Context: an optimization exercise on an open-source flow, tuned for small area and a short achievable clock period. The choices shown serve that exercise and are no tape-out recipe.
The RTL was checked by simulation tests, not by an equivalence proof against the original design.

**flow/run.sh**
```bash
#!/bin/bash
# synth_recipe.tcl (not shown) runs the flow's synth.tcl, then flattens the netlist and writes it again
# the make line also repeats each setting of config.mk as NAME=value (left out here)
make -C /OpenROAD-flow-scripts/flow DESIGN_CONFIG=/design/flow/config.mk WORK_HOME=/design/flow/orfs CLKGATE_MAP_FILE= SYNTH_SCRIPT=/design/flow/synth_recipe.tcl finish
```
**flow/design.v**
```verilog
module rsi_top
(
    input  logic   clk,
    input  logic   reset,
    input  logic [16-1:0] price,
    input  logic   price_valid,
    input  logic   eod,
    output logic   rsi_valid,
    output logic [7-1:0]   rsi,
    output logic   buy,
    output logic   sell
);
    localparam int PW = 16;    
    localparam int SW = 20;      
    localparam int N  = 14;     
    localparam int XW = 27;      
    logic          take;
    logic [PW-1:0] prev;
    logic          have_prev;
    logic [3:0]    cnt;           
    logic [PW:0]   diff;
    logic          up;            
    logic [PW-1:0] code;          
    logic          mv_valid;
    logic          mv_first, mv_full, mv_out;
    logic          mv_up;
    logic [PW-1:0] mv_code;
    logic [PW-1:0] in_price;
    logic          in_valid, in_eod;
    always_ff @(posedge clk) begin
        in_price <= price;
    end
    always_ff @(posedge clk or posedge reset) begin
        if (reset) begin
            in_valid <= 1'b0;
            in_eod   <= 1'b0;
        end else begin
            in_valid <= price_valid;
            in_eod   <= eod;
        end
    end
    assign take = in_valid && !in_eod;
    assign diff = {1'b0, in_price} - {1'b0, prev};
    assign up   = !diff[PW];
    assign code = diff[PW-1:0] ^ {PW{!up}};
    always_ff @(posedge clk) begin
        if (take) prev <= in_price;
        mv_code  <= code;
        mv_up    <= up;
        mv_first <= take && have_prev && (cnt == 4'd0);
        mv_full  <= take && have_prev && (cnt == 4'(N));
        mv_out   <= (cnt >= 4'(N - 1));
    end
    always_ff @(posedge clk or posedge reset) begin
        if (reset) begin
            have_prev <= 1'b0;
            cnt       <= '0;
            mv_valid  <= 1'b0;
        end else if (in_eod) begin
            have_prev <= 1'b0;
            cnt       <= '0;
            mv_valid  <= 1'b0;
        end else begin
            mv_valid <= take && have_prev;
            if (take) have_prev <= 1'b1;
            if (take && have_prev && cnt != 4'(N)) cnt <= cnt + 4'd1;
        end
    end
    logic [PW:0]   win [N];       
    logic [SW-1:0] tsum, gsum;
    logic          sums_valid;
    logic [PW-1:0] old_code;
    logic          old_up;
    logic [PW-1:0] new_code;
    logic          new_nup;
    logic [PW+2:0] dt_wide;
    logic [PW+1:0] dg_wide;
    logic [PW+1:0] sd_t;          
    logic          sd_nup;
    logic [PW:0]   sd_g;          
    logic          sd_first;
    logic          sd_valid;
    assign new_code = mv_valid ? mv_code : '0;
    assign new_nup  = mv_valid && !mv_up;
    assign old_code = mv_full ? win[N-1][PW-1:0] : '0;
    assign old_up   = mv_full ? win[N-1][PW]     : 1'b1;
    assign dt_wide = {2'b00, new_code, 1'b1} + {2'b11, ~old_code, old_up};
    assign dg_wide = {1'b0, (mv_valid && mv_up) ? mv_code : '0, 1'b1} +
                     {1'b1, ~(old_up ? old_code : '0), 1'b1};
    always_ff @(posedge clk) begin
        if (mv_valid) begin
            win[0] <= {mv_up, mv_code};
            for (int i = 1; i < N; i++) win[i] <= win[i-1];
        end
        sd_t     <= dt_wide[PW+2:1];
        sd_nup   <= new_nup;
        sd_g     <= dg_wide[PW+1:1];
        sd_first <= mv_first;
    end
    always_ff @(posedge clk or posedge reset) begin
        if (reset) sd_valid <= 1'b0;
        else       sd_valid <= mv_valid && mv_out;
    end
    logic [SW-1:0] t_base, g_base;
    logic [SW:0]   t_wide;
    assign t_base = sd_first ? '0 : tsum;
    assign g_base = sd_first ? '0 : gsum;
    assign t_wide = {t_base, 1'b1} + {{(SW-PW-2){sd_t[PW+1]}}, sd_t, sd_nup};
    always_ff @(posedge clk) begin
        tsum <= t_wide[SW:1];
        gsum <= g_base + {{(SW-PW-1){sd_g[PW]}}, sd_g};
    end
    always_ff @(posedge clk or posedge reset) begin
        if (reset) sums_valid <= 1'b0;
        else       sums_valid <= sd_valid;
    end
    logic [XW-1:0] x_a, x_b, x_c, x_s, x_cy, x_sum;
    logic [XW-1:2] m_x;           
    logic [SW-1:0] m_t;
    logic          m_v;
    assign x_a   = XW'(gsum) << 6;
    assign x_b   = XW'(gsum) << 5;
    assign x_c   = XW'(gsum) << 2;
    assign x_s   = x_a ^ x_b ^ x_c;
    assign x_cy  = {(x_a[XW-2:0] & x_b[XW-2:0]) | (x_a[XW-2:0] & x_c[XW-2:0]) |
                    (x_b[XW-2:0] & x_c[XW-2:0]), 1'b0};
    assign x_sum = x_s + x_cy;
    always_ff @(posedge clk) begin
        m_x <= x_sum[XW-1:2];
        m_t <= tsum;
    end
    always_ff @(posedge clk or posedge reset) begin
        if (reset) m_v <= 1'b0;
        else       m_v <= sums_valid;
    end
    logic [SW-1:0] d_h [1:6];     
    logic [SW-1:0] d_t [1:6];
    logic [5:2]    d_x [1:6];     
    logic [6:0]    d_q [1:6];     
    logic          d_v [1:6];
    logic [6:0]    q_last;        
    logic          v_last;
    function automatic [SW+1:0] sk_sub(input [SW:0] a, input [SW-1:0] t);
        logic [SW:0]   b;
        logic [SW+1:0] g, p;      
        b = ~{1'b0, t};
        g = {a & b, 1'b1};
        p = {a ^ b, 1'b0};
        for (int d = 1; d < SW + 2; d = d * 2)
            for (int i = 2 * d - 1; i < SW + 2; i = i + 2 * d) begin
                g[i] = g[i] | (p[i] & g[i - d]);
                p[i] = p[i] & p[i - d];
            end
        for (int d = 16; d >= 1; d = d / 2)
            for (int i = 3 * d - 1; i < SW + 2; i = i + 2 * d) begin
                g[i] = g[i] | (p[i] & g[i - d]);
                p[i] = p[i] & p[i - d];
            end
        sk_sub = {g[SW+1], (a ^ b) ^ g[SW:0]};
    endfunction
    genvar j;
    generate
        for (j = 6; j >= 0; j--) begin : g_step
            logic [SW:0]   hi_in;
            logic [SW-1:0] dvs;
            logic [6:0]    q_in;
            logic [SW+1:0] trial;
            logic          fits;
            logic [SW-1:0] h_new;
            logic [6:0]    q_new;
            if (j == 6) begin : g_first
                assign hi_in = m_x[XW-1:6];
                assign dvs   = m_t;
                assign q_in  = '0;
            end else begin : g_next
                assign hi_in = {d_h[j+1], (j >= 2) ? d_x[j+1][(j >= 2) ? j : 2] : 1'b0};
                assign dvs   = d_t[j+1];
                assign q_in  = d_q[j+1];
            end
            assign trial = sk_sub(hi_in, dvs);
            assign fits  = trial[SW+1];
            assign h_new = fits ? trial[SW-1:0] : hi_in[SW-1:0];
            assign q_new = q_in | (7'(fits) << j);
            if (j > 0) begin : g_reg
                always_ff @(posedge clk) begin
                    d_h[j] <= h_new;
                    d_t[j] <= dvs;
                    d_q[j] <= q_new;
                end
                if (j == 6) begin : g_x6
                    always_ff @(posedge clk) d_x[j] <= m_x[5:2];
                    always_ff @(posedge clk or posedge reset) begin
                        if (reset) d_v[j] <= 1'b0;
                        else       d_v[j] <= m_v;
                    end
                end else begin : g_xn
                    always_ff @(posedge clk) d_x[j] <= d_x[j+1];
                    always_ff @(posedge clk or posedge reset) begin
                        if (reset) d_v[j] <= 1'b0;
                        else       d_v[j] <= d_v[j+1];
                    end
                end
            end else begin : g_last
                assign q_last = q_new;
                assign v_last = d_v[1];
            end
        end
    endgenerate
    logic [6:0] q_fin;
    logic [6:0] rsi_d;
    assign q_fin = q_last;
    assign rsi_d = (q_fin == 7'd127) ? 7'd50 : q_fin;
    always_ff @(posedge clk) begin
        rsi <= rsi_d;
    end
    always_ff @(posedge clk or posedge reset) begin
        if (reset) begin
            rsi_valid <= 1'b0;
            buy       <= 1'b0;
            sell      <= 1'b0;
        end else begin
            rsi_valid <= v_last;
            buy       <= v_last && (rsi_d < 7'(30));
            sell      <= v_last && (rsi_d > 7'(70));
        end
    end
endmodule
```
**flow/config.mk**
```make
export PLATFORM = sky130hd
export DESIGN_NAME = rsi_top
export DESIGN_NICKNAME = rsi_top
export VERILOG_FILES = /design/flow/design.v
export SDC_FILE = /design/flow/constraint.sdc
export NUM_CORES = 4
export LEC_CHECK = 0
export ABC_AREA = 1
export CAP_MARGIN = 20
export CORE_MARGIN = 2
export CORE_UTILIZATION = 40
export CTS_CLUSTER_DIAMETER = 110
export CTS_CLUSTER_SIZE = 28
export SETUP_SLACK_MARGIN = 3.9
export SLEW_MARGIN = 20
```
**flow/constraint.sdc**
```tcl
create_clock -name core_clock -period 6.5 [get_ports {clk}]
set_input_delay 1.3000 -clock core_clock [delete_from_list [all_inputs] [get_ports {clk}]]
set_output_delay 1.3000 -clock core_clock [all_outputs]
set_load 0.01 [all_outputs]
```
==> results of run 1 <==
cells in the mapped netlist (all sizes together), types with 26 or more instances:
cell type	instances	share of area, %
edfxtp	254	24
nor2	149	1.8
nand3	191	3.0
a21oi	154	2.5
nand2	559	6.9
o21ai	83	1.5
buf	35	0.75
xnor2	89	2.5
fa	76	4.8
a21o	37	0.89
xor2	73	2.0
a31oi	26	0.52
ha	253	10
inv	531	6.4
dfxtp	436	28
metrics by stage:
stage | hold slack (ns) | util, % | setup WS [ns]
6_report | 0.333 | 44.0 | 3.97
3_3_place_gp | 0.310 | 42.4 | 3.13
2_1_floorplan | 0.310 | - | 2.64
4_1_cts | 0.337 | 43.7 | 3.88
3_5_place_dp | 0.312 | 42.4 | 3.11
5_1_grt | 0.336 | 44.0 | 3.89
area by class of cell:
| type | count | area (µm²) | share of cell area (%) |
|---|---|---|---|
| clock inverter | 2 | 25.0 | 0.0732 |
| tap | 1040 | 1300 | 3.81 |
| multi-input combinational | 1799 | 12600 | 37.0 |
| inverter | 531 | 1990 | 5.83 |
| clock buffer | 46 | 800 | 2.34 |
| timing repair buffer | 49 | 507 | 1.48 |
| sequential | 710 | 16900 | 49.5 |
final timing paths:
path	startpoint	slack, ns	depth (start not counted)	endpoint
setup reg to reg	gsum[3]$_DFF_P_	4.02	9	m_x[18]$_DFF_P_
max in group asynchronous	reset	4.77	2	mv_valid$_DFF_PP0_
setup / recovery	rsi[2]$_DFF_P_	3.97	1	rsi[2]
min in group asynchronous	reset	1.12	2	d_v[5]$_DFF_PP0_
hold / removal	m_x[5]$_DFF_P_	0.33	0	d_x[6][5]$_DFF_P_
hold reg to reg	m_x[5]$_DFF_P_	0.33	0	d_x[6][5]$_DFF_P_
metal layers:
| layer | vias to the layer above | GRT usage, % | part of all wire, % | wire [µm] |
|---|---|---|---|---|
| li1 | 10000 | - | - | - |
| met4 | 0 | 3.70 | 2.6 | 1500 |
| met1 | 8872 | 16.0 | 42 | 23900 |
| met5 | - | 0 | 0 | 0 |
| met2 | 171 | 27.6 | 54 | 30700 |
| met3 | 77 | 1.41 | 2.0 | 1150 |
cell usage in the layout, fill, tap and decap left out, types with 20 or more instances in the layout:
master,Yosys,routed
sky130_fd_sc_hd__nor3_1,23,23
sky130_fd_sc_hd__nor2_1,149,148
sky130_fd_sc_hd__dfxtp_1,436,414
sky130_fd_sc_hd__o21ai_2,10,20
sky130_fd_sc_hd__ha_1,253,245
sky130_fd_sc_hd__xnor2_1,89,86
sky130_fd_sc_hd__fa_1,76,71
sky130_fd_sc_hd__clkbuf_16,0,29
sky130_fd_sc_hd__nand3_1,191,190
sky130_fd_sc_hd__o21ai_0,69,53
sky130_fd_sc_hd__a21oi_1,153,141
sky130_fd_sc_hd__inv_1,520,519
sky130_fd_sc_hd__nand2_1,542,530
sky130_fd_sc_hd__a31oi_1,26,26
sky130_fd_sc_hd__a21o_1,37,37
sky130_fd_sc_hd__xor2_1,73,71
sky130_fd_sc_hd__edfxtp_1,254,254
cell families after synthesis:
| family | count (synthesis) |
|---|---|
| compound gates | 346 |
| xor+xnor | 162 |
| fa+ha+maj | 329 |
| buf+inv | 581 |
| flops | 710 |
| simple gates | 962 |
registers in the layout (all words and copies together), names as in the netlist, 4 cells and up:
name	flops
cnt	4
d_h	120
d_q	21
d_t	120
d_v	6
d_x	10
gsum	20
in_price	16
m_t	20
m_x	25
mv_code	16
prev	16
rsi	7
sd_g	17
sd_t	18
tsum	20
win	238
repair_timing:
item,4_1_cts,5_1_grt
endpoints found under the setup margin,151,100
cloned,1,0
setup buffers,4,5
resized for setup,55,64
pin swaps,1,14
==> out/results.md, run 1 <==
| Metric | Value |
| --- | --- |
| Drt first pass iters | 5 |
| Gp weighted congestion | 0.865 |
| Fraction of final layout cells sized beyond drive strength 1 | 5.90% |
| Placed cell areas | 32,900 µm² |
| Cells after DPL | 4,119 |
| Final wirelength | 57,200 µm |
| DRC violations left | 0 |
| Syn. warnings | 7 |
| Pins Over Slew Limit | 0 |
| Run status | timing/DRC/antenna clean |
| Initial standard-cell utilization of the core | 40.4% |
| Number of buffers added on ports | 29 |
| Wire length of the first global-routing pass | 92,900 µm |
| Mean routed wirelength per cell | 13.7 µm |
| Adder and majority cell fraction of the synthesized area | 14.9% |
| Half-perimeter wire length after placement | 43,200 µm |
| TritonCTS Buffers | 29 |
| Initial drt markers | 943 |
| Xor/xnor share of the synthesized area | 4.52% |
| Ratio of final minimum period to clock period | 38.9% |
| Number of nets in the layout | 3,469 |
| Cell area after synthesis | 31,400 µm² |
| Main combinational cell family by area after synthesis | adder cells |
| Clk Latency, worst-skew pair | 0.64 ns |
| Clock edge transition at the registers on the reported setup and hold paths | 0.10 ns |
| Avg Inst Size Synth | 10.2 µm² |
| Maximum clock path buffer count | 3 |
| Worst slew pin tran | 0.877 ns |
| Final hold violation count | 0 |
| Basic-gate share of the synthesized area counting and, or, nand and nor cells | 12.9% |
| TritonCTS clock tree | yes |
| Library cells used by synthesis | 49 |
| Proportion of synthesized area in mux cells | 0% |
| # H-tree levels | 1 |
| Worst-case headroom to the max-slew limit | 41.5% |
| Height of the die | 284 µm |
| Root cell of the clock tree | sky130_fd_sc_hd__clkbuf_16 |
| Number of synthesized register bits | 710 |
| Overall track demand over capacity in global routing | 14.1% |
| Initial antenna violation count | 0 |
| Pin count of the biggest net entering global routing | 164 |
| Number of diodes added for antenna fixing | 0 |
| Path category of the worst min-delay check | flip-flop to flip-flop |
| Setup violators final | 0 |
| Crit-path max cell delay | 0.33 ns |
| Placeable core area | 77,600 µm² |
| Sinks on Clock Net | 710 |
| Crit path cell chain | dlygate4sd2_1 |
| Post-DRT Antenna Nets | 0 |
| Async SR Flop Fraction | 2.82% |
| Cell with the largest stage delay on the worst path | sky130_fd_sc_hd__dfxtp_1 |
| Setup repair after global routing missed its margin | false |
| Worst clock skew | 0.0406 ns |
| Highest net fanout along the worst path | 1 |
| Compound-cell area share of the yosys netlist | 6.60% |
| Total via count after detailed routing | 19.1k |
| Finished Cell Area | 34,200 µm² |
| Synthesis-to-layout area growth | 8.89% |
| Worst setup path class | flip-flop to output port |
| Cts-stage hold buffer count | 0 |
| Cell type group with the largest total delay on the critical path | flip-flops |
| Site Rows | 102 |
| Number of ports placed on the die boundary | 30 |
| Die X | 284 µm |
| Required arrival time at the worst endpoint | 5.20 ns |
| Net count after synthesis | 3,439 |
| CP startpoint kind | flip-flop |
| Crit path DAT | 1.23 ns |
| Via density per instance | 4.58 |
| MaxCap Viol Count | 0 |
| Clock period minus final worst setup slack | 2.53 ns |
| Fmax | 395 MHz |
| Die ar. | 80,700 µm² |
| Dominant register cell in the synthesized netlist | sky130_fd_sc_hd__dfxtp_1 |
| Count of filler cells inserted in the layout | 7,530 |
| Remaining Overflow, GRT | 0 |
| Endpoint kind of the worst setup timing path | output port |
| Seq/Total Area, Yosys | 53.7% |
| Via count of the first global-routing pass | 18.8k |
| Number of non-filler instances in the completed layout | 4,177 |
| Accumulated negative setup slack | 0 ns |
| Count of flip-flops with a built-in enable after synthesis | 254 |
| CP bufs+invs | 1 |
| Mapped Cells | 3,090 |
==> run 2: changes to the inputs <==
--- a/flow/config.mk
+++ b/flow/config.mk
@@ -11,5 +11,5 @@
 export CORE_UTILIZATION = 40
 export CTS_CLUSTER_DIAMETER = 110
 export CTS_CLUSTER_SIZE = 28
-export SETUP_SLACK_MARGIN = 3.9
+export SETUP_SLACK_MARGIN = 4.1
 export SLEW_MARGIN = 20
==> run 2 against run 1 <==
Compared with the run above:
- utilization grew 2.0 points
- first-iteration DRC count shrank 12%
- clock skew shrank 0.016 ns
- largest cell class unchanged
- non-clock buffer count grew 65
==> out/results.md, run 2 <==
| Metric | Value | Change |
| --- | --- | --- |
| Drt first pass iters | 5 | unchanged |
| Number of nets in the layout | 3,544 | +2.2% |
| Gp weighted congestion | 0.869 | +0.45% |
| Library cells used by synthesis | 49 | unchanged |
| Final-layout worst hold slack | 0.331 ns | -0.00140 ns |
| Number of flip-flops in the largest register | 238 | unchanged |
| Proportion of synthesized area in mux cells | 0% | unchanged |
| Height of the die | 284 µm | unchanged |
| Initial drt markers | 833 | -12% |
| Die X | 284 µm | unchanged |
| Cell area after synthesis | 31,400 µm² | unchanged |
| Via density per instance | 4.65 | +1.5% |
| Fmax | 404 MHz | +2.2% |
| Met1 track utilization from global routing | 16.5% | +0.46 points |
| Maximum clock path buffer count | 3 | unchanged |
| Site Rows | 102 | unchanged |
| Mapped Cells | 3,090 | unchanged |
| Finished Cell Area | 35,700 µm² | +4.5% |
| Initial standard-cell utilization of the core | 40.4% | unchanged |
| Most instantiated library cell after synthesis | sky130_fd_sc_hd__nand2_1 |  |
| Die ar. | 80,700 µm² | unchanged |
| Synthesis-to-layout area growth | 13.8% |  |
| Placed cell areas | 32,900 µm² | about the same |
| Root cell of the clock tree | sky130_fd_sc_hd__clkbuf_16 |  |
| Path category of the worst min-delay check | flip-flop to flip-flop |  |
| MaxCap Viol Count | 0 | unchanged |
| Placeable core area | 77,600 µm² | unchanged |
| Wire length of the first global-routing pass | 97,500 µm | +4.9% |
| Count of filler cells inserted in the layout | 7,295 | -3.1% |
| Seq/Total Area, Yosys | 53.7% | unchanged |
| Worst-case headroom to the max-slew limit | 40.9% | -0.57 points |
| Dominant register cell in the synthesized netlist | sky130_fd_sc_hd__dfxtp_1 |  |
| Compound-cell area share of the yosys netlist | 6.60% | unchanged |
| Highest net fanout along the worst path | 4 | +3 |
| Net count after synthesis | 3,439 | unchanged |
| Syn. warnings | 7 | unchanged |
| Clk Latency, worst-skew pair | 0.63 ns | about the same |
| Met3 layer usage reported by global route | 1.34% | -0.072 points |
| Ranking of synthesized cells by instance count | sky130_fd_sc_hd__nand2_1, sky130_fd_sc_hd__inv_1, sky130_fd_sc_hd__dfxtp_1, sky130_fd_sc_hd__edfxtp_1, sky130_fd_sc_hd__ha_1 |  |
| Crit-path max cell delay | 0.55 ns | +0.22 ns |
| Synth top area cells | sky130_fd_sc_hd__dfxtp_1, sky130_fd_sc_hd__edfxtp_1, sky130_fd_sc_hd__ha_1 |  |
| Endpoint kind of the worst setup timing path | flip-flop |  |
| Largest area contributor in the synthesized netlist | sky130_fd_sc_hd__dfxtp_1 |  |
| CP startpoint kind | flip-flop |  |
| Number of ports placed on the die boundary | 30 | unchanged |
| Critical Path Source | gsum[0]$_DFF_P_ |  |
| Fraction of final layout cells sized beyond drive strength 1 | 13.5% | +7.6 points |
| Avg Inst Size Synth | 10.2 µm² | unchanged |
| Async SR Flop Fraction | 2.82% | unchanged |
| Highest-utilization routing layer at the global route stage | met2 |  |
| Half-perimeter wire length after placement | 43,800 µm | +1.3% |
| Final wirelength | 61,900 µm | +8.3% |
| Clock period minus final worst setup slack | 2.48 ns | -0.0539 ns |
| Top cell type's share of synthesized area | 27.8% | unchanged |
| Cts-stage hold buffer count | 0 | unchanged |
| Count of flip-flops with a built-in enable after synthesis | 254 | unchanged |
| Hold Startpoint | d_x[5][1]$_DFF_P_ |  |
| Reg-to-Reg Start | gsum[0]$_DFF_P_ |  |
| Pin count of the biggest net entering global routing | 105 | -36% |
| Setup repair after global routing missed its margin | true |  |
| Adder and majority cell fraction of the synthesized area | 14.9% | unchanged |
| Crit path cell chain | fa_1 > ha_2 > inv_2 > fa_2 > o21ai_4 > a21oi_4 > buf_4 > xnor2_1 |  |
| Worst clock skew | 0.0244 ns | -0.0162 ns |
| Setup violators final | 0 | unchanged |
| Remaining Overflow, GRT | 0 | unchanged |
| Largest regs | win x238, d_h x120, d_t x120 |  |
| Most common cell after layout, fill and taps aside | sky130_fd_sc_hd__nand2_1 |  |
| Ratio of final minimum period to clock period | 38.1% | -0.83 points |
| Main combinational cell family by area after synthesis | adder cells |  |
| Top library cells by usage in the layout, fill and taps aside | sky130_fd_sc_hd__nand2_1, sky130_fd_sc_hd__inv_1, sky130_fd_sc_hd__dfxtp_1 |  |
| Number of cells on the worst reg-to-reg path | 8 | -1 |
| Final hold violation count | 0 | unchanged |
| Basic-gate share of the synthesized area counting and, or, nand and nor cells | 12.9% | unchanged |
| Cell with the largest stage delay on the worst path | sky130_fd_sc_hd__fa_1 |  |
| Via count of the first global-routing pass | 19.8k | +5.3% |
| Xor/xnor share of the synthesized area | 4.52% | unchanged |
| Required arrival time at the worst endpoint | 6.99 ns | +1.79 ns |
| Crit path DAT | 2.97 ns | +1.74 ns |
| Pins Over Slew Limit | 0 | unchanged |
| Run status | timing/DRC/antenna clean |  |
| Number of diodes added for antenna fixing | 0 | unchanged |
| TritonCTS clock tree | yes |  |
| TritonCTS Buffers | 29 | unchanged |
| Accumulated negative setup slack | 0 ns | unchanged |
| Worst setup path class | flip-flop to flip-flop |  |
| Sinks on Clock Net | 710 | unchanged |
| Clock edge transition at the registers on the reported setup and hold paths | 0.11 ns | about the same |
| # H-tree levels | 1 | unchanged |
| Global Route met2 Usage | 28.6% | +1.1 points |
| Post-DRT Antenna Nets | 0 | unchanged |
| Total via count after detailed routing | 19.8k | +3.3% |
| Initial antenna violation count | 0 | unchanged |
| Number of buffers added on ports | 29 | unchanged |
| Number of synthesized register bits | 710 | unchanged |
| DRC violations left | 0 | unchanged |
| Register ranked first by flip-flop count | win |  |
| Instance count along the most critical hold path | 0 | unchanged |
| Worst slew pin tran | 0.885 ns | +0.00760 ns |
| Overall track demand over capacity in global routing | 14.7% | +0.70 points |
| Mean routed wirelength per cell | 14.6 µm | +6.4% |
-- run 2: cell types whose count changed in the layout (fill, tap and decap cells not counted), moves of 21 or more --
cell	delta
sky130_fd_sc_hd__dfxtp_1	-39
sky130_fd_sc_hd__nand2_2	+23
sky130_fd_sc_hd__dfxtp_2	+29
sky130_fd_sc_hd__buf_4	+55
sky130_fd_sc_hd__ha_1	-31
sky130_fd_sc_hd__ha_4	+21
sky130_fd_sc_hd__nand2_1	-22
sky130_fd_sc_hd__inv_1	-22
-- run 2: path summary, 6_finish.rpt --
check	endpoint	slack [ns]
max in group asynchronous	mv_valid$_DFF_PP0_	4.71
max	m_x[12]$_DFF_P_	4.02
max reg2reg	m_x[12]$_DFF_P_	4.02
min reg2reg	d_x[4][1]$_DFF_P_	0.33
min in group asynchronous	sd_valid$_DFF_PP0_	1.15
min	d_x[4][1]$_DFF_P_	0.33
-- run 2: timing repair --
action,CTS,global route
pin swaps,35,80
gates cloned,4,9
buffers inserted,23,50
resized for setup,182,185
setup endpoints to repair,179,167
-- run 2: layer usage --
| layer | part of all wire, % | wire, µm | vias up |
|---|---|---|---|
| met3 | 1.7 | 1020 | 115 |
| met2 | 54 | 33200 | 187 |
| met4 | 4.4 | 2730 | 0 |
| met1 | 40 | 25000 | 9304 |
| met5 | 0 | 0 | - |
| li1 | - | - | 10200 |
-- run 2: worst max-delay path, delay by kind of cell, from the launching register on --
| kind | cells | cell delay (ns) |
|---|---|---|
| flip-flops | 1 | 0.38 |
| buffers and inverters | 2 | 0.19 |
| adder cells (fa/ha/maj) | 3 | 1.10 |
| XOR/XNOR | 1 | 0.39 |
| AO/OA/AOI/OAI | 2 | 0.28 |
-- run 2: cell type report --
cell class | count | area (µm²) | share of cell area [%]
multi-input combinational | 1809 | 13500 | 37.8
clock inverter | 3 | 32.5 | 0.0912
tap | 1040 | 1300 | 3.65
sequential | 710 | 17000 | 47.6
clock buffer | 43 | 778 | 2.18
timing repair buffer | 114 | 1100 | 3.10
inverter | 531 | 2000 | 5.61
-- run 2: through the flow --
| step | std cells | setup slack (ns) | util, % |
|---|---|---|---|
| 6_report | 4250 | 4.02 | 46.0 |
| 5_1_grt | 4250 | 4.00 | 46.0 |
| 4_1_cts | 4191 | 3.99 | 44.3 |
| 3_5_place_dp | 4118 | 3.38 | 42.3 |
| 3_3_place_gp | 4118 | 3.42 | 42.3 |
| 2_1_floorplan | 3090 | 2.64 | - |
-- run 2: kinds of logic after synthesis --
kind of cell | count (synthesis)
simple gates | 962
flops | 710
buf+inv | 581
compound gates | 346
fa+ha+maj | 329
xor+xnor | 162
==> run 3: changes to the inputs <==
--- a/flow/design.v
+++ b/flow/design.v
@@ -116,7 +116,7 @@
     end
     logic [XW-1:0] x_a, x_b, x_c, x_s, x_cy, x_sum;
     logic [XW-1:2] m_x;           
-    logic [SW-1:0] m_t;
+    logic [SW-1:0] m_tn;          
     logic          m_v;
     assign x_a   = XW'(gsum) << 6;
     assign x_b   = XW'(gsum) << 5;
@@ -127,23 +127,23 @@
     assign x_sum = x_s + x_cy;
     always_ff @(posedge clk) begin
         m_x <= x_sum[XW-1:2];
-        m_t <= tsum;
+        m_tn <= ~tsum;
     end
     always_ff @(posedge clk or posedge reset) begin
         if (reset) m_v <= 1'b0;
         else       m_v <= sums_valid;
     end
     logic [SW-1:0] d_h [1:6];     
-    logic [SW-1:0] d_t [1:6];
+    logic [SW-1:0] d_tn [1:6];    
     logic [5:2]    d_x [1:6];     
     logic [6:0]    d_q [1:6];     
     logic          d_v [1:6];
     logic [6:0]    q_last;        
     logic          v_last;
-    function automatic [SW+1:0] sk_sub(input [SW:0] a, input [SW-1:0] t);
+    function automatic [SW+1:0] sk_sub(input [SW:0] a, input [SW-1:0] tn);
         logic [SW:0]   b;
         logic [SW+1:0] g, p;      
-        b = ~{1'b0, t};
+        b = {1'b1, tn};
         g = {a & b, 1'b1};
         p = {a ^ b, 1'b0};
         for (int d = 1; d < SW + 2; d = d * 2)
@@ -162,7 +162,7 @@
     generate
         for (j = 6; j >= 0; j--) begin : g_step
             logic [SW:0]   hi_in;
-            logic [SW-1:0] dvs;
+            logic [SW-1:0] dvs_n;
             logic [6:0]    q_in;
             logic [SW+1:0] trial;
             logic          fits;
@@ -170,21 +170,21 @@
             logic [6:0]    q_new;
             if (j == 6) begin : g_first
                 assign hi_in = m_x[XW-1:6];
-                assign dvs   = m_t;
+                assign dvs_n = m_tn;
                 assign q_in  = '0;
             end else begin : g_next
                 assign hi_in = {d_h[j+1], (j >= 2) ? d_x[j+1][(j >= 2) ? j : 2] : 1'b0};
-                assign dvs   = d_t[j+1];
+                assign dvs_n = d_tn[j+1];
                 assign q_in  = d_q[j+1];
             end
-            assign trial = sk_sub(hi_in, dvs);
+            assign trial = sk_sub(hi_in, dvs_n);
             assign fits  = trial[SW+1];
             assign h_new = fits ? trial[SW-1:0] : hi_in[SW-1:0];
             assign q_new = q_in | (7'(fits) << j);
             if (j > 0) begin : g_reg
                 always_ff @(posedge clk) begin
                     d_h[j] <= h_new;
-                    d_t[j] <= dvs;
+                    d_tn[j] <= dvs_n;
                     d_q[j] <= q_new;
                 end
                 if (j == 6) begin : g_x6
--- a/flow/config.mk
+++ b/flow/config.mk
@@ -8,8 +8,9 @@
 export ABC_AREA = 1
 export CAP_MARGIN = 20
 export CORE_MARGIN = 2
-export CORE_UTILIZATION = 40
+export CORE_UTILIZATION = 55
 export CTS_CLUSTER_DIAMETER = 110
 export CTS_CLUSTER_SIZE = 28
-export SETUP_SLACK_MARGIN = 4.1
+export PLACE_DENSITY = 0.75
+export SETUP_SLACK_MARGIN = 3.9
 export SLEW_MARGIN = 20
==> run 3 against run 2 <==
Compared with the run above:
- worst setup slack worse by 0.17 ns
- non-clock buffer count is 61 lower
- utilization is 14 points higher
- wire length down 3.2%
- first-iteration DRC count rose by 15%
- critical path type unchanged
==> out/results.md, run 3 <==
| Metric | Value | Change |
| --- | --- | --- |
| Finished Cell Area | 32,900 µm² | -7.8% |
| Mapped Cells | 2,874 | -7.0% |
| Endpoint kind of the worst setup timing path | flip-flop |  |
| Pins Over Slew Limit | 0 | unchanged |
| Sinks on Clock Net | 710 | unchanged |
| Pin count of the biggest net entering global routing | 86 | -18% |
| Cell area after synthesis | 30,600 µm² | -2.5% |
| Worst setup path class | flip-flop to flip-flop |  |
| Number of non-filler instances in the completed layout | 3,669 | -14% |
| Largest area contributor in the synthesized netlist | sky130_fd_sc_hd__dfxtp_1 |  |
| Root cell of the clock tree | sky130_fd_sc_hd__clkbuf_16 |  |
| Crit path DAT | 3.16 ns | +0.19 ns |
| Remaining Overflow, GRT | 0 | unchanged |
| Avg Inst Size Synth | 10.6 µm² | +4.8% |
| Initial antenna violation count | 0 | unchanged |
| Synthesis-to-layout area growth | 7.62% |  |
| Via count of the first global-routing pass | 20.0k | +0.59% |
| Final Util | 59.8% | +14 points |
| Setup violators final | 0 | unchanged |
| Drt first pass iters | 5 | unchanged |
| DRC violations left | 0 | unchanged |
| Number of synthesized register bits | 710 | unchanged |
| Largest regs | win x238, d_h x120, d_tn x120 |  |
| Height of the die | 240 µm | -16% |
| Highest net fanout along the worst path | 4 | unchanged |
| Setup repair after global routing missed its margin | true |  |
| Crit-path max cell delay | 0.56 ns | about the same |
| Register ranked first by flip-flop count | win |  |
| Ranking of synthesized cells by instance count | sky130_fd_sc_hd__nand2_1, sky130_fd_sc_hd__dfxtp_1, sky130_fd_sc_hd__inv_1, sky130_fd_sc_hd__edfxtp_1, sky130_fd_sc_hd__ha_1 |  |
| Cell type group with the largest total delay on the critical path | adder cells |  |
| Count of filler cells inserted in the layout | 4,448 | -39% |
| Top library cells by usage in the layout, fill and taps aside | sky130_fd_sc_hd__nand2_1, sky130_fd_sc_hd__dfxtp_1, sky130_fd_sc_hd__inv_1 |  |
| Ratio of final minimum period to clock period | 40.7% | +2.6 points |
| Required arrival time at the worst endpoint | 7.02 ns | +0.03 ns |
| Net count after synthesis | 3,223 | -6.3% |
| Maximum clock path buffer count | 3 | unchanged |
| Number of buffers added on ports | 29 | unchanged |
| Die X | 240 µm | -16% |
| # H-tree levels | 1 | unchanged |
| Initial drt markers | 959 | +15% |
| CP bufs+invs | 1 | -1 |
| Cells after DPL | 3,610 | -12% |
| Dominant register cell in the synthesized netlist | sky130_fd_sc_hd__dfxtp_1 |  |
| Most instantiated library cell after synthesis | sky130_fd_sc_hd__nand2_1 |  |
| Most common cell after layout, fill and taps aside | sky130_fd_sc_hd__nand2_1 |  |
| Via density per instance | 5.24 | +13% |
| Final hold violation count | 0 | unchanged |
| CP startpoint kind | flip-flop |  |
| Gp weighted congestion | 0.895 | +3.0% |
| Number of diodes added for antenna fixing | 0 | unchanged |
| Fraction of final layout cells sized beyond drive strength 1 | 5.75% | -7.8 points |
| Worst clock skew | 0.0248 ns | +0.000402 ns |
| Worst slew pin tran | 1.05 ns | +0.161 ns |
| Async SR Flop Fraction | 2.82% | unchanged |
| Top cell type's share of synthesized area | 28.5% | +0.73 points |
| Reg-to-reg setup timing slack | 3.86 ns | -0.17 ns |
| Fmax | 378 MHz | -6.3% |
| Placed cell areas | 31,700 µm² | -3.6% |
| MaxCap Viol Count | 0 | unchanged |
| Count of flip-flops with a built-in enable after synthesis | 254 | unchanged |
| TritonCTS clock tree | yes |  |
| Post-DRT Antenna Nets | 0 | unchanged |
| Accumulated negative setup slack | 0 ns | unchanged |
| TritonCTS Buffers | 29 | unchanged |
| Crit path cell chain | fa_1 > ha_2 > inv_2 > fa_2 > o21ai_4 > a21oi_4 > o21ai_1 > a31oi_1 > xnor2_1 |  |
| Clock period minus final worst setup slack | 2.64 ns | +0.167 ns |
| Path category of the worst min-delay check | flip-flop to flip-flop |  |
| Die ar. | 57,500 µm² | -29% |
| Syn. warnings | 7 | unchanged |
| Final wirelength | 59,900 µm | -3.2% |
| Number of ports placed on the die boundary | 30 | unchanged |
| Number of flip-flops in the largest register | 238 | unchanged |
| Site Rows | 86 | -16% |
| Library cells used by synthesis | 48 | -2.0% |
| Overall track demand over capacity in global routing | 21.2% | +6.5 points |
| Total via count after detailed routing | 19.2k | -2.8% |
| Worst-case headroom to the max-slew limit | 30.2% | -11 points |
| Number of nets in the layout | 3,256 | -8.1% |
| Wire length of the first global-routing pass | 97,400 µm | -0.11% |
| Synth top area cells | sky130_fd_sc_hd__dfxtp_1, sky130_fd_sc_hd__edfxtp_1, sky130_fd_sc_hd__ha_1 |  |
| Seq/Total Area, Yosys | 55.1% | +1.4 points |
| Clock edge transition at the registers on the reported setup and hold paths | 0.12 ns | about the same |
| Run status | timing/DRC/antenna clean |  |
| Initial standard-cell utilization of the core | 55.6% | +15 points |
| Half-perimeter wire length after placement | 45,400 µm | +3.6% |
| Cell with the largest stage delay on the worst path | sky130_fd_sc_hd__fa_1 |  |
| Mean routed wirelength per cell | 16.3 µm | +12% |
| Placeable core area | 55,000 µm² | -29% |
| Clk Latency, worst-skew pair | 0.62 ns | about the same |
run 3: changes by cell type after synthesis, sizes merged, moves of 6 or more:
cell    change
a21boi     -10
a21o        +7
a21oi       -8
a31o        +7
a31oi      -14
inv       -261
nand2      +29
nand3      +14
nor2        +9
o211ai      -6
o31ai       +6
xnor2      -52
xor2       +50
run 3: repair_timing:
action,CTS,global route
endpoints found under the setup margin,247,125
setup buffers,8,6
pin swaps,5,10
hold buffers,0,0
resized for setup,55,48
run 3: final timing paths:
kind | cells after the start | to | startpoint
setup / recovery | 9 | m_x[22]$_DFF_P_ | gsum[4]$_DFF_P_
hold / removal | 0 | d_q[3][5]$_DFF_P_ | d_q[4][5]$_DFF_P_
setup reg to reg | 9 | m_x[22]$_DFF_P_ | gsum[4]$_DFF_P_
hold reg to reg | 0 | d_q[3][5]$_DFF_P_ | d_q[4][5]$_DFF_P_
max in group asynchronous | 2 | mv_valid$_DFF_PP0_ | reset
min in group asynchronous | 2 | m_v$_DFF_PP0_ | reset
run 3: worst reg2reg max path: cells and delay by family, from the launching register on:
kind	cells	cell delay, ns
AO/OA/AOI/OAI	4	0.67
XOR/XNOR	1	0.29
adder cells (fa/ha/maj)	3	1.15
buffers and inverters	1	0.05
flip-flops	1	0.39
run 3: layout make-up:
type                       count  area [µm²]  share of cell area (%)
sequential                   710       16900                    51.3
multi-input combinational   1843       12700                    38.7
inverter                     270        1010                    3.08
tap                          748         936                    2.84
clock buffer                  43         778                    2.37
timing repair buffer          53         504                    1.53
clock inverter                 2        28.8                  0.0875
run 3: cells by family (layout without fill, tap and decap cells):
| group | after synthesis | after routing | synth area share, % |
|---|---|---|---|
| AND/OR/NAND/NOR | 1022 | 1022 | 14.1 |
| flip-flops | 710 | 710 | 55.1 |
| AO/OA/AOI/OAI | 332 | 332 | 6.47 |
| adder cells (fa/ha/maj) | 329 | 329 | 15.3 |
| buffers and inverters | 321 | 368 | 4.37 |
| XOR/XNOR | 160 | 160 | 4.58 |
run 3: metal layers:
metal / wire, µm / share of wire [%] / vias up / GRT usage, %
met5: 0 / 0 / - / 0
met4: 2760 / 4.6 / 0 / 8.98
met3: 1520 / 2.5 / 129 / 2.19
met2: 31200 / 52 / 268 / 40.5
met1: 24400 / 41 / 9155 / 23.8
li1: - / - / 9674 / -
run 3: metrics by stage:
step           hold WS, ns  setup slack, ns
3_5_place_dp         0.312             3.29
4_1_cts              0.327             3.87
2_1_floorplan        0.310             2.52
3_3_place_gp         0.311             3.29
6_report             0.323             3.86
5_1_grt              0.325             3.82
==> run 4: changes to the inputs <==
--- a/flow/config.mk
+++ b/flow/config.mk
@@ -8,9 +8,9 @@
 export ABC_AREA = 1
 export CAP_MARGIN = 20
 export CORE_MARGIN = 2
-export CORE_UTILIZATION = 55
+export CORE_UTILIZATION = 40
 export CTS_CLUSTER_DIAMETER = 110
 export CTS_CLUSTER_SIZE = 28
-export PLACE_DENSITY = 0.75
 export SETUP_SLACK_MARGIN = 3.9
 export SLEW_MARGIN = 20
+export TNS_END_PERCENT = 20
==> run 4 against run 3 <==
Compared with the run above:
- worst setup slack lost 0.16 ns
- clock skew grew 0.016 ns
- wire length grew 0.38%
- critical path type is now flip-flop to output port
- largest cell class unchanged
==> out/results.md, run 4 <==
| Metric | Value | Change |
| --- | --- | --- |
| Pin count of the biggest net entering global routing | 94 | +9.3% |
| Drt first pass iters | 7 | +2 |
| Basic-gate share of the synthesized area counting and, or, nand and nor cells | 14.1% | unchanged |
| Crit path DAT | 1.51 ns | -1.65 ns |
| Largest regs | win x238, d_h x120, d_tn x120 |  |
| Reg-to-Reg Start | sd_first$_DFF_P_ |  |
| Syn. warnings | 7 | unchanged |
| Accumulated negative setup slack | 0 ns | unchanged |
| Height of the die | 280 µm | +17% |
| Worst setup path class | flip-flop to output port |  |
| Main combinational cell family by area after synthesis | adder cells |  |
| Crit-path max cell delay | 0.54 ns | -0.02 ns |
| Final hold violation count | 0 | unchanged |
| Worst-case setup margin in the final layout | 3.69 ns | -0.163 ns |
| Proportion of synthesized area in mux cells | 0% | unchanged |
| Initial drt markers | 943 | -1.7% |
| Sinks on Clock Net | 710 | unchanged |
| Crit path cell chain | clkdlybuf4s50_1 |  |
| Top library cells by usage in the layout, fill and taps aside | sky130_fd_sc_hd__nand2_1, sky130_fd_sc_hd__dfxtp_1, sky130_fd_sc_hd__inv_1 |  |
| Post-Place Setup Slack | 3.31 ns | +0.0148 ns |
| Setup repair after global routing missed its margin | true |  |
| Adder and majority cell fraction of the synthesized area | 15.3% | unchanged |
| Clock period minus final worst setup slack | 2.81 ns | +0.163 ns |
| Gp weighted congestion | 0.885 | -1.1% |
| Most instantiated library cell after synthesis | sky130_fd_sc_hd__nand2_1 |  |
| Placeable core area | 75,800 µm² | +38% |
| Ratio of final minimum period to clock period | 43.2% | +2.5 points |
| Hold Startpoint | mv_first$_DFF_P_ |  |
| Setup violators final | 0 | unchanged |
| Site Rows | 101 | +17% |
| Wire length of the first global-routing pass | 97,800 µm | +0.50% |
| Mean routed wirelength per cell | 15.4 µm | -5.5% |
| Mapped Cells | 2,874 | unchanged |
| Async SR Flop Fraction | 2.82% | unchanged |
| Synth top area cells | sky130_fd_sc_hd__dfxtp_1, sky130_fd_sc_hd__edfxtp_1, sky130_fd_sc_hd__ha_1 |  |
| Initial antenna violation count | 1 | +1 |
| MaxCap Viol Count | 0 | unchanged |
| Critical Path Source | sell$_DFF_PP0_ |  |
| Avg Inst Size Synth | 10.6 µm² | unchanged |
| Run status | timing/DRC/antenna clean |  |
| Xor/xnor share of the synthesized area | 4.58% | unchanged |
| CP bufs+invs | 1 | unchanged |
| Fraction of final layout cells sized beyond drive strength 1 | 4.28% | -1.5 points |
| Initial standard-cell utilization of the core | 40.3% | -15 points |
| Clock edge transition at the registers on the reported setup and hold paths | 0.12 ns | about the same |
| Cts-stage hold buffer count | 0 | unchanged |
| CP startpoint kind | flip-flop |  |
| Required arrival time at the worst endpoint | 5.20 ns | -1.82 ns |
| Post-DRT Antenna Nets | 0 | unchanged |
| Compound-cell area share of the yosys netlist | 6.47% | unchanged |
| Overall track demand over capacity in global routing | 15.4% | -5.8 points |
| Worst-case headroom to the max-slew limit | 40.0% | +9.9 points |
| Number of buffers added on ports | 29 | unchanged |
| Path category of the worst min-delay check | flip-flop to flip-flop |  |
| Clk Latency, worst-skew pair | 0.65 ns | +0.03 ns |
| Maximum clock path buffer count | 3 | unchanged |
| Dominant register cell in the synthesized netlist | sky130_fd_sc_hd__dfxtp_1 |  |
| Library cells used by synthesis | 48 | unchanged |
| Fmax | 356 MHz | -5.8% |
| Die X | 280 µm | +17% |
| Cell with the largest stage delay on the worst path | sky130_fd_sc_hd__clkdlybuf4s50_1 |  |
| Total via count after detailed routing | 18.9k | -1.5% |
| Largest area contributor in the synthesized netlist | sky130_fd_sc_hd__dfxtp_1 |  |
| Pins Over Slew Limit | 0 | unchanged |
| Number of flip-flops in the largest register | 238 | unchanged |
| TritonCTS Buffers | 31 | +6.9% |
| Root cell of the clock tree | sky130_fd_sc_hd__clkbuf_16 |  |
| DRC violations left | 0 | unchanged |
| Register ranked first by flip-flop count | win |  |
| Count of flip-flops with a built-in enable after synthesis | 254 | unchanged |
| Number of ports placed on the die boundary | 30 | unchanged |
| Cell type group with the largest total delay on the critical path | buffers and inverters |  |
| Via count of the first global-routing pass | 19.2k | -3.7% |
| Synthesis-to-layout area growth | 8.09% |  |
| Half-perimeter wire length after placement | 46,400 µm | +2.2% |
| Worst clock skew | 0.0409 ns | +0.0161 ns |
| Number of diodes added for antenna fixing | 0 | unchanged |
| Top cell type's share of synthesized area | 28.5% | unchanged |
| # H-tree levels | 1 | unchanged |
| Most common cell after layout, fill and taps aside | sky130_fd_sc_hd__nand2_1 |  |
| Endpoint kind of the worst setup timing path | output port |  |
| Number of nets in the layout | 3,246 | -0.31% |
| Number of synthesized register bits | 710 | unchanged |
| Via density per instance | 4.86 | -7.3% |
| Seq/Total Area, Yosys | 55.1% | unchanged |
| Worst slew pin tran | 0.894 ns | -0.152 ns |
| Cell area after synthesis | 30,600 µm² | unchanged |
| Ranking of synthesized cells by instance count | sky130_fd_sc_hd__nand2_1, sky130_fd_sc_hd__dfxtp_1, sky130_fd_sc_hd__inv_1, sky130_fd_sc_hd__edfxtp_1, sky130_fd_sc_hd__ha_1 |  |
| Final wirelength | 60,200 µm | +0.38% |
| Net count after synthesis | 3,223 | unchanged |
| TritonCTS clock tree | yes |  |
| Remaining Overflow, GRT | 0 | unchanged |
| Die ar. | 78,700 µm² | +37% |
| Highest net fanout along the worst path | 1 | -3 |
## run 4: cell counts after synthesis
Identical to the previous run, type by type.
## run 4: layer usage
| metal | up-vias | routed length (µm) | GRT usage (%) |
|---|---|---|---|
| met5 | - | 0 | 0 |
| met4 | 0 | 2750 | 6.42 |
| met3 | 106 | 1330 | 1.62 |
| met2 | 241 | 30900 | 28.8 |
| met1 | 8925 | 25200 | 17.7 |
| li1 | 9658 | - | - |
## run 4: cells by family (layout without fill, tap and decap cells)
| kind of cell | after synthesis | count (layout) |
|---|---|---|
| buffers and inverters | 321 | 365 |
| DFF | 710 | 710 |
| xor gates and xnor gates | 160 | 160 |
| and+or+nand+nor | 1022 | 1022 |
| AOI/OAI and AO/OA | 332 | 332 |
| adders and majority gates | 329 | 329 |
## run 4: worst register-to-register path, cell delays in order, from the launching register on
cell and delay [ns]:
sky130_fd_sc_hd__dfxtp_4 0.65, sky130_fd_sc_hd__inv_1 0.23, sky130_fd_sc_hd__nand2_1 0.17, sky130_fd_sc_hd__inv_1 0.06, sky130_fd_sc_hd__ha_1 0.27, sky130_fd_sc_hd__nand2_1 0.07, sky130_fd_sc_hd__o21ai_1 0.31, sky130_fd_sc_hd__a21oi_1 0.23
sky130_fd_sc_hd__o21ai_1 0.30, sky130_fd_sc_hd__a31oi_1 0.14, sky130_fd_sc_hd__xnor2_1 0.15
## run 4: path summary, 6_finish.rpt
path,depth (start not counted),slack (ns),endpoint
setup / recovery,1,3.69,sell
hold / removal,0,0.32,sd_first$_DFF_P_
setup reg to reg,10,3.83,gsum[15]$_DFF_P_
hold reg to reg,0,0.32,sd_first$_DFF_P_
max in group asynchronous,2,4.98,mv_valid$_DFF_PP0_
min in group asynchronous,2,1.03,sd_valid$_DFF_PP0_
## run 4: final cells by class
cell class / instances / area, µm²
Fill cell: 7165 / 42800
Sequential cell: 710 / 16900
Multi-Input combinational cell: 1843 / 12600
Tap cell: 978 / 1220
Inverter: 270 / 1010
Clock buffer: 47 / 856
Timing Repair Buffer: 41 / 432
Clock inverter: 7 / 96.3
## run 4: through the flow
stage / area (µm²) / std cells / utilization, % / hold slack [ns]
3_3_place_gp: 32000 / 3840 / 42.1 / 0.310
6_report: 33000 / 3896 / 43.6 / 0.319
2_1_floorplan: 30700 / 2874 / - / 0.310
3_5_place_dp: 32000 / 3840 / 42.1 / 0.313
5_1_grt: 33000 / 3896 / 43.6 / 0.332
4_1_cts: 33000 / 3896 / 43.5 / 0.317
## run 4: repair_timing
action / CTS / global route
gates resized for setup: 24 / 8
cloned: 1 / 0
buffers inserted: 1 / 0
endpoints found under the hold margin: 0 / 0
setup endpoints to repair: 165 / 131
==> run 5: changes to the inputs <==
--- a/flow/config.mk
+++ b/flow/config.mk
@@ -6,11 +6,10 @@
 export NUM_CORES = 4
 export LEC_CHECK = 0
 export ABC_AREA = 1
-export CAP_MARGIN = 20
+export CAP_MARGIN = 10
 export CORE_MARGIN = 2
 export CORE_UTILIZATION = 40
 export CTS_CLUSTER_DIAMETER = 110
 export CTS_CLUSTER_SIZE = 28
 export SETUP_SLACK_MARGIN = 3.9
-export SLEW_MARGIN = 20
-export TNS_END_PERCENT = 20
+export SLEW_MARGIN = 10
==> run 5 against run 4 <==
Compared with the run above:
- still clean on timing, DRC and antenna
- clock skew fell by 0.025 ns
- sequential cell count unchanged
- wire length fell by 0.17%
- fmax grew 11%
- first-iteration DRC count fell by 3.1%
- global-route usage is 0.11 points higher
- synthesized cell count unchanged
- worst hold slack better by 0.012 ns
- highest routed layer unchanged
==> out/results.md, run 5 <==
| Metric | Value | Change |
| --- | --- | --- |
| Highest net fanout along the worst path | 1 | unchanged |
| Final Util | 43.9% | +0.35 points |
| Clock period minus final worst setup slack | 2.52 ns | -0.283 ns |
| Dominant register cell in the synthesized netlist | sky130_fd_sc_hd__dfxtp_1 |  |
| MaxCap Viol Count | 0 | unchanged |
| Clk Latency, worst-skew pair | 0.63 ns | -0.02 ns |
| Number of flip-flops in the largest register | 238 | unchanged |
| Number of ports placed on the die boundary | 30 | unchanged |
| Cts-stage hold buffer count | 0 | unchanged |
| Instance count along the most critical hold path | 0 | unchanged |
| Worst-case headroom to the max-slew limit | 37.5% | -2.5 points |
| # H-tree levels | 1 | unchanged |
| Initial drt markers | 914 | -3.1% |
| Gp weighted congestion | 0.866 | -2.1% |
| Met3 layer usage reported by global route | 1.39% | -0.23 points |
| Count of flip-flops with a built-in enable after synthesis | 254 | unchanged |
| Fraction of final layout cells sized beyond drive strength 1 | 5.33% | +1.0 points |
| Number of buffers added on ports | 29 | unchanged |
| Fmax | 396 MHz | +11% |
| Count of filler cells inserted in the layout | 7,141 | -0.33% |
| CP startpoint kind | flip-flop |  |
| Top cell type's share of synthesized area | 28.5% | unchanged |
| Most instantiated library cell after synthesis | sky130_fd_sc_hd__nand2_1 |  |
| R2R Path End | m_x[17]$_DFF_P_ |  |
| Synthesis-to-layout area growth | 8.96% |  |
| Half-perimeter wire length after placement | 45,900 µm | -0.96% |
| Root cell of the clock tree | sky130_fd_sc_hd__clkbuf_16 |  |
| Cell area after synthesis | 30,600 µm² | unchanged |
| Cell type group with the largest total delay on the critical path | flip-flops |  |
| Number of cells on the worst reg-to-reg path | 9 | -1 |
| Initial antenna violation count | 0 | -1 |
| Placeable core area | 75,800 µm² | unchanged |
| Seq/Total Area, Yosys | 55.1% | unchanged |
| Post-Place Setup Slack | 3.33 ns | +0.0241 ns |
| Post-DRT Antenna Nets | 0 | unchanged |
| TritonCTS clock tree | yes |  |
| Final hold violation count | 0 | unchanged |
| Mapped Cells | 2,874 | unchanged |
| Top library cells by usage in the layout, fill and taps aside | sky130_fd_sc_hd__nand2_1, sky130_fd_sc_hd__dfxtp_1, sky130_fd_sc_hd__inv_1 |  |
| Avg Inst Size Synth | 10.6 µm² | unchanged |
| Run status | timing/DRC/antenna clean |  |
| Number of nets in the layout | 3,260 | +0.43% |
| DRC violations left | 0 | unchanged |
| Net count after synthesis | 3,223 | unchanged |
| Syn. warnings | 7 | unchanged |
| Largest area contributor in the synthesized netlist | sky130_fd_sc_hd__dfxtp_1 |  |
| Setup repair after global routing missed its margin | true |  |
| Library cells used by synthesis | 48 | unchanged |
| Sinks on Clock Net | 710 | unchanged |
| Register ranked first by flip-flop count | win |  |
| Most common cell after layout, fill and taps aside | sky130_fd_sc_hd__nand2_1 |  |
| Drt first pass iters | 6 | -1 |
| Crit path cell chain | clkdlybuf4s15_1 |  |
| Pins Over Slew Limit | 0 | unchanged |
| TritonCTS Buffers | 31 | unchanged |
| Async SR Flop Fraction | 2.82% | unchanged |
| Endpoint kind of the worst setup timing path | output port |  |
| Required arrival time at the worst endpoint | 5.20 ns | about the same |
| Setup violators final | 0 | unchanged |
| CP bufs+invs | 1 | unchanged |
| Maximum clock path buffer count | 3 | unchanged |
| Mean routed wirelength per cell | 15.4 µm | -0.45% |
| Number of diodes added for antenna fixing | 0 | unchanged |
| Wire length of the first global-routing pass | 99,600 µm | +1.8% |
| Clock edge transition at the registers on the reported setup and hold paths | 0.10 ns | -0.02 ns |
| Worst hold path endpoint | d_q[1][3]$_DFF_P_ |  |
| Highest-utilization routing layer at the global route stage | met2 |  |
| Worst slew pin tran | 0.937 ns | +0.0425 ns |
| Worst setup path class | flip-flop to output port |  |
| Hold Startpoint | d_q[2][3]$_DFF_P_ |  |
| Worst clock skew | 0.0158 ns | -0.0251 ns |
| Crit-path max cell delay | 0.38 ns | -0.16 ns |
| Reg-to-reg setup timing slack | 4.01 ns | +0.18 ns |
| Height of the die | 280 µm | unchanged |
| Remaining Overflow, GRT | 0 | unchanged |
| Via count of the first global-routing pass | 19.9k | +3.4% |
| Reg-to-Reg Start | gsum[3]$_DFF_P_ |  |
| Path category of the worst min-delay check | flip-flop to flip-flop |  |
| Global Route met2 Usage | 29.2% | +0.45 points |
| Die ar. | 78,700 µm² | unchanged |
| Accumulated negative setup slack | 0 ns | unchanged |
| Final-layout worst hold slack | 0.331 ns | +0.0125 ns |
| Crit path DAT | 1.22 ns | -0.29 ns |
| Number of synthesized register bits | 710 | unchanged |
| Largest regs | win x238, d_h x120, d_tn x120 |  |
| Synth top area cells | sky130_fd_sc_hd__dfxtp_1, sky130_fd_sc_hd__edfxtp_1, sky130_fd_sc_hd__ha_1 |  |
| Overall track demand over capacity in global routing | 15.5% | +0.11 points |
| Ranking of synthesized cells by instance count | sky130_fd_sc_hd__nand2_1, sky130_fd_sc_hd__dfxtp_1, sky130_fd_sc_hd__inv_1, sky130_fd_sc_hd__edfxtp_1, sky130_fd_sc_hd__ha_1 |  |
| Ratio of final minimum period to clock period | 38.8% | -4.4 points |
| Die X | 280 µm | unchanged |
| Via density per instance | 4.87 | +0.28% |
| Met1 track utilization from global routing | 18.0% | +0.32 points |
| Total via count after detailed routing | 19.0k | +0.56% |
| Initial standard-cell utilization of the core | 40.3% | unchanged |
| Worst-case setup margin in the final layout | 3.98 ns | +0.283 ns |
| Site Rows | 101 | unchanged |
| Final wirelength | 60,100 µm | -0.17% |
| Cell with the largest stage delay on the worst path | sky130_fd_sc_hd__dfrtp_1 |  |
| Pin count of the biggest net entering global routing | 94 | unchanged |
run 5: worst register-to-register path: cells and delay by family, from the launching register on:
kind	cells	cell delay, ns
adders and majority gates	2	0.79
DFF	1	0.45
xor gates and xnor gates	1	0.14
AOI/OAI and AO/OA	4	0.85
and+or+nand+nor	2	0.16
run 5: logic make-up after synthesis:
kind of cell,after synthesis,share of synthesized area [%]
fa+ha+maj,329,15.3
flops,710,55.1
buf+inv,321,4.37
simple gates,1022,14.1
xor+xnor,160,4.58
compound gates,332,6.47
run 5: worst max-delay path by stage:
stage | startpoint | end | slack (ns) | cells past startpoint
detailed placement | mv_valid$_DFF_PP0_ | sd_t[15]$_DFF_P_ | 3.33 | 11
global route | sd_first$_DFF_P_ | gsum[15]$_DFF_P_ | 3.87 | 11
global placement | mv_full$_DFF_P_ | sd_g[10]$_DFF_P_ | 3.42 | 12
floorplan | mv_valid$_DFF_PP0_ | sd_g[10]$_DFF_P_ | 2.52 | 14
finish | buy$_DFF_PP0_ | buy | 3.98 | 1
CTS | mv_valid$_DFF_PP0_ | sd_t[15]$_DFF_P_ | 3.85 | 9
run 5: area by class of cell:
type	instances	area (µm²)	area share [%]
timing repair buffer	55	609	1.83
tap	978	1220	3.67
multi-input combinational	1843	12700	38.1
sequential	710	16900	50.6
inverter	270	1010	3.04
clock inverter	6	81.3	0.244
clock buffer	45	838	2.52
run 5: through the flow:
step | cells | cell area, µm²
floorplan | 2874 | 30700
global placement | 3841 | 32000
CTS | 3901 | 33100
finish | 3907 | 33300
global route | 3907 | 33300
detailed placement | 3841 | 32000
run 5: repair_timing:
| item | in CTS | in global routing |
|---|---|---|
| pin swaps | 1 | 4 |
| setup buffers | 9 | 5 |
| gates resized for setup | 42 | 42 |
| cloned | 0 | 1 |
| setup endpoints to repair | 145 | 124 |
run 5: layer usage:
metal	share of wire [%]	up-vias
li1	-	9699
met1	42	9032
met2	52	207
met3	1.9	98
met4	4.0	0
met5	0	-
==> run 6: changes to the inputs <==
--- a/flow/config.mk
+++ b/flow/config.mk
@@ -6,10 +6,10 @@
 export NUM_CORES = 4
 export LEC_CHECK = 0
 export ABC_AREA = 1
-export CAP_MARGIN = 10
+export CAP_MARGIN = 20
 export CORE_MARGIN = 2
 export CORE_UTILIZATION = 40
 export CTS_CLUSTER_DIAMETER = 110
 export CTS_CLUSTER_SIZE = 28
-export SETUP_SLACK_MARGIN = 3.9
-export SLEW_MARGIN = 10
+export SETUP_SLACK_MARGIN = 3.75
+export SLEW_MARGIN = 20
==> run 6 against run 5 <==
Compared with the run above:
- fmax decreased by 3.6%
- sequential share of layout area increased by 0.39 points
- worst setup slack got worse by 0.093 ns
- sequential cell count unchanged
- clock-buffer cell count increased by 2
- highest routed layer unchanged
- synthesized area unchanged
- critical path depth increased by 12
- utilization decreased by 0.32 points
- first-iteration DRC count increased by 5.0%
- global-route usage decreased by 0.14 points
==> out/results.md, run 6 <==
| Metric | Value | Change |
| --- | --- | --- |
| Largest regs | win x238, d_h x120, d_tn x120 |  |
| Number of diodes added for antenna fixing | 0 | unchanged |
| Worst-case headroom to the max-slew limit | 39.1% | +1.6 points |
| Most common cell after layout, fill and taps aside | sky130_fd_sc_hd__nand2_1 |  |
| Worst clock skew | 0.0409 ns | +0.0252 ns |
| TritonCTS clock tree | yes |  |
| Top library cells by usage in the layout, fill and taps aside | sky130_fd_sc_hd__nand2_1, sky130_fd_sc_hd__dfxtp_1, sky130_fd_sc_hd__inv_1 |  |
| Run status | timing/DRC/antenna clean |  |
| Clock period minus final worst setup slack | 2.62 ns | +0.0932 ns |
| Final Util | 43.6% | -0.32 points |
| Sinks on Clock Net | 710 | unchanged |
| Avg Inst Size Synth | 10.6 µm² | unchanged |
| Drt first pass iters | 5 | -1 |
| # H-tree levels | 1 | unchanged |
| Initial standard-cell utilization of the core | 40.3% | unchanged |
| Seq/Total Area, Yosys | 55.1% | unchanged |
| Final wirelength | 60,400 µm | +0.63% |
| Fmax | 382 MHz | -3.6% |
| Clk Latency, worst-skew pair | 0.65 ns | +0.02 ns |
| Root cell of the clock tree | sky130_fd_sc_hd__clkbuf_16 |  |
| Height of the die | 280 µm | unchanged |
| Mean routed wirelength per cell | 15.5 µm | +0.89% |
| Worst setup path class | flip-flop to flip-flop |  |
| Die ar. | 78,700 µm² | unchanged |
| Required arrival time at the worst endpoint | 7.02 ns | +1.82 ns |
| Half-perimeter wire length after placement | 46,400 µm | +0.97% |
| Via density per instance | 4.87 | about the same |
| Async SR Flop Fraction | 2.82% | unchanged |
| Pin count of the biggest net entering global routing | 100 | +6.4% |
| TritonCTS Buffers | 31 | unchanged |
| Path category of the worst min-delay check | flip-flop to flip-flop |  |
| Crit path DAT | 3.14 ns | +1.92 ns |
| Total via count after detailed routing | 19.0k | -0.35% |
| Net count after synthesis | 3,223 | unchanged |
| Via count of the first global-routing pass | 19.2k | -3.4% |
| Reg-to-reg setup timing slack | 3.88 ns | -0.13 ns |
| Critical Path Source | mv_valid$_DFF_PP0_ |  |
| Top cell type's share of synthesized area | 28.5% | unchanged |
| Library cells used by synthesis | 48 | unchanged |
| Accumulated negative setup slack | 0 ns | unchanged |
| Number of nets in the layout | 3,247 | -0.40% |
| Initial antenna violation count | 1 | +1 |
| Ranking of synthesized cells by instance count | sky130_fd_sc_hd__nand2_1, sky130_fd_sc_hd__dfxtp_1, sky130_fd_sc_hd__inv_1, sky130_fd_sc_hd__edfxtp_1, sky130_fd_sc_hd__ha_1 |  |
| Post-DRT Antenna Nets | 0 | unchanged |
| MaxCap Viol Count | 0 | unchanged |
| Largest area contributor in the synthesized netlist | sky130_fd_sc_hd__dfxtp_1 |  |
| Register ranked first by flip-flop count | win |  |
| Endpoint kind of the worst setup timing path | flip-flop |  |
| Finished Cell Area | 33,100 µm² | -0.74% |
| Post-Place Setup Slack | 3.31 ns | -0.0241 ns |
| Setup violators final | 0 | unchanged |
| Crit path cell chain | nand2_2 > inv_2 > nand2_2 > ha_4 > fa_2 > nand3b_1 > nand2_2 > a21boi_2 > o21ai_1 > nand2_1 > nand2_1 > a21oi_1 > xor2_1 |  |
| Number of cells on the worst reg-to-reg path | 13 | +4 |
| Setup crit end | sd_g[10]$_DFF_P_ |  |
| Ratio of final minimum period to clock period | 40.3% | +1.4 points |
| Remaining Overflow, GRT | 0 | unchanged |
| CP startpoint kind | flip-flop |  |
| Pins Over Slew Limit | 0 | unchanged |
| Mapped Cells | 2,874 | unchanged |
| Reg-to-Reg Start | mv_valid$_DFF_PP0_ |  |
| Fraction of final layout cells sized beyond drive strength 1 | 4.59% | -0.74 points |
| Maximum clock path buffer count | 3 | unchanged |
| Synthesis-to-layout area growth | 8.15% |  |
| Number of flip-flops in the largest register | 238 | unchanged |
| Final hold violation count | 0 | unchanged |
| Count of flip-flops with a built-in enable after synthesis | 254 | unchanged |
| Placed cell areas | 32,000 µm² | about the same |
run 6: routing by layer:
layer	global-route usage [%]	vias to the layer above	wire length (µm)
li1	-	9653	-
met1	17.6	8966	25300
met2	28.7	242	31100
met3	1.62	108	1290
met4	6.42	0	2760
met5	0	-	0
run 6: cell families after synthesis:
logic type | share of synthesized area (%)
buffers and inverters | 4.37
AOI/OAI and AO/OA | 6.47
xor gates and xnor gates | 4.58
and+or+nand+nor | 14.1
adders and majority gates | 15.3
DFF | 55.1
run 6: per-stage QoR:
step           hold WS, ns  std cells
2_1_floorplan        0.310       2874
4_1_cts              0.317       3895
6_report             0.327       3897
5_1_grt              0.337       3897
3_3_place_gp         0.310       3840
3_5_place_dp         0.313       3840
run 6: final cells by class:
cell class                      count  area (µm²)
Tap cell                          978        1220
Sequential cell                   710       16900
Clock inverter                      7        96.3
Timing Repair Buffer               42         437
Inverter                          270        1010
Fill cell                        7163       42800
Clock buffer                       47         856
Multi-Input combinational cell   1843       12600
run 6: how the worst min path moves through the flow:
| stage | from | end | slack, ns | cells after the start |
|---|---|---|---|---|
| after global routing | mv_first$_DFF_P_ | sd_first$_DFF_P_ | 0.34 | 0 |
| after CTS | mv_first$_DFF_P_ | sd_first$_DFF_P_ | 0.32 | 0 |
| after global placement | d_q[2][5]$_DFF_P_ | d_q[1][5]$_DFF_P_ | 0.31 | 0 |
| after floorplan | d_q[2][2]$_DFF_P_ | d_q[1][2]$_DFF_P_ | 0.31 | 0 |
| after detailed placement | d_q[2][4]$_DFF_P_ | d_q[1][4]$_DFF_P_ | 0.31 | 0 |
| final | mv_first$_DFF_P_ | sd_first$_DFF_P_ | 0.33 | 0 |
run 6: repair_timing:
action                     in CTS  in global routing
cloned                          0                  1
gates resized for setup        31                 18
pin swaps                       0                  1
setup endpoints to repair     147                 82
setup buffers                   1                  1
run 6: worst max-delay path, delay by kind of cell (launching register included):
kind / cells / cell delay [ns]
xor+xnor: 1 / 0.16
simple gates: 6 / 0.79
compound gates: 3 / 0.34
buf+inv: 1 / 0.13
fa+ha+maj: 2 / 0.51
flops: 1 / 0.58

-- afterwards: timing with drivers on the ports --
How much do the figures lean on ideal ports? The routed layouts below were timed once more, with nothing changed but the port constraints.
Step 1 assumes that a clkbuf_16 drives the clock port and a buf_2 every other input.
Step 2 adds t to the input delays and takes it off the output delays; t is the mean of the earliest and latest rising clock arrival at the registers after step 1. Input paths then give back, and output paths get back, about the clock's delay inside the block.
Three values: ideal, step 1, step 2; two values: the first two.
| run | t (ns) | setup slack, ns | cell pins on the clock port's net |
|---|---|---|---|
| run 1 | 0.684 | 3.970 / 3.905 / 4.015 | 1 |
| run 2 | 0.684 | 4.024 / 4.004 / 4.024 | 1 |
| run 3 | 0.665 | 3.857 / 3.857 / 3.857 | 1 |
| run 4 | 0.685 | 3.693 / 3.635 / 3.834 | 1 |
| run 5 | 0.684 | 3.976 / 3.915 / 4.006 | 1 |
| run 6 | 0.686 | 3.883 / 3.857 / 3.883 | 1 |
After both steps every run listed still meets setup and hold.
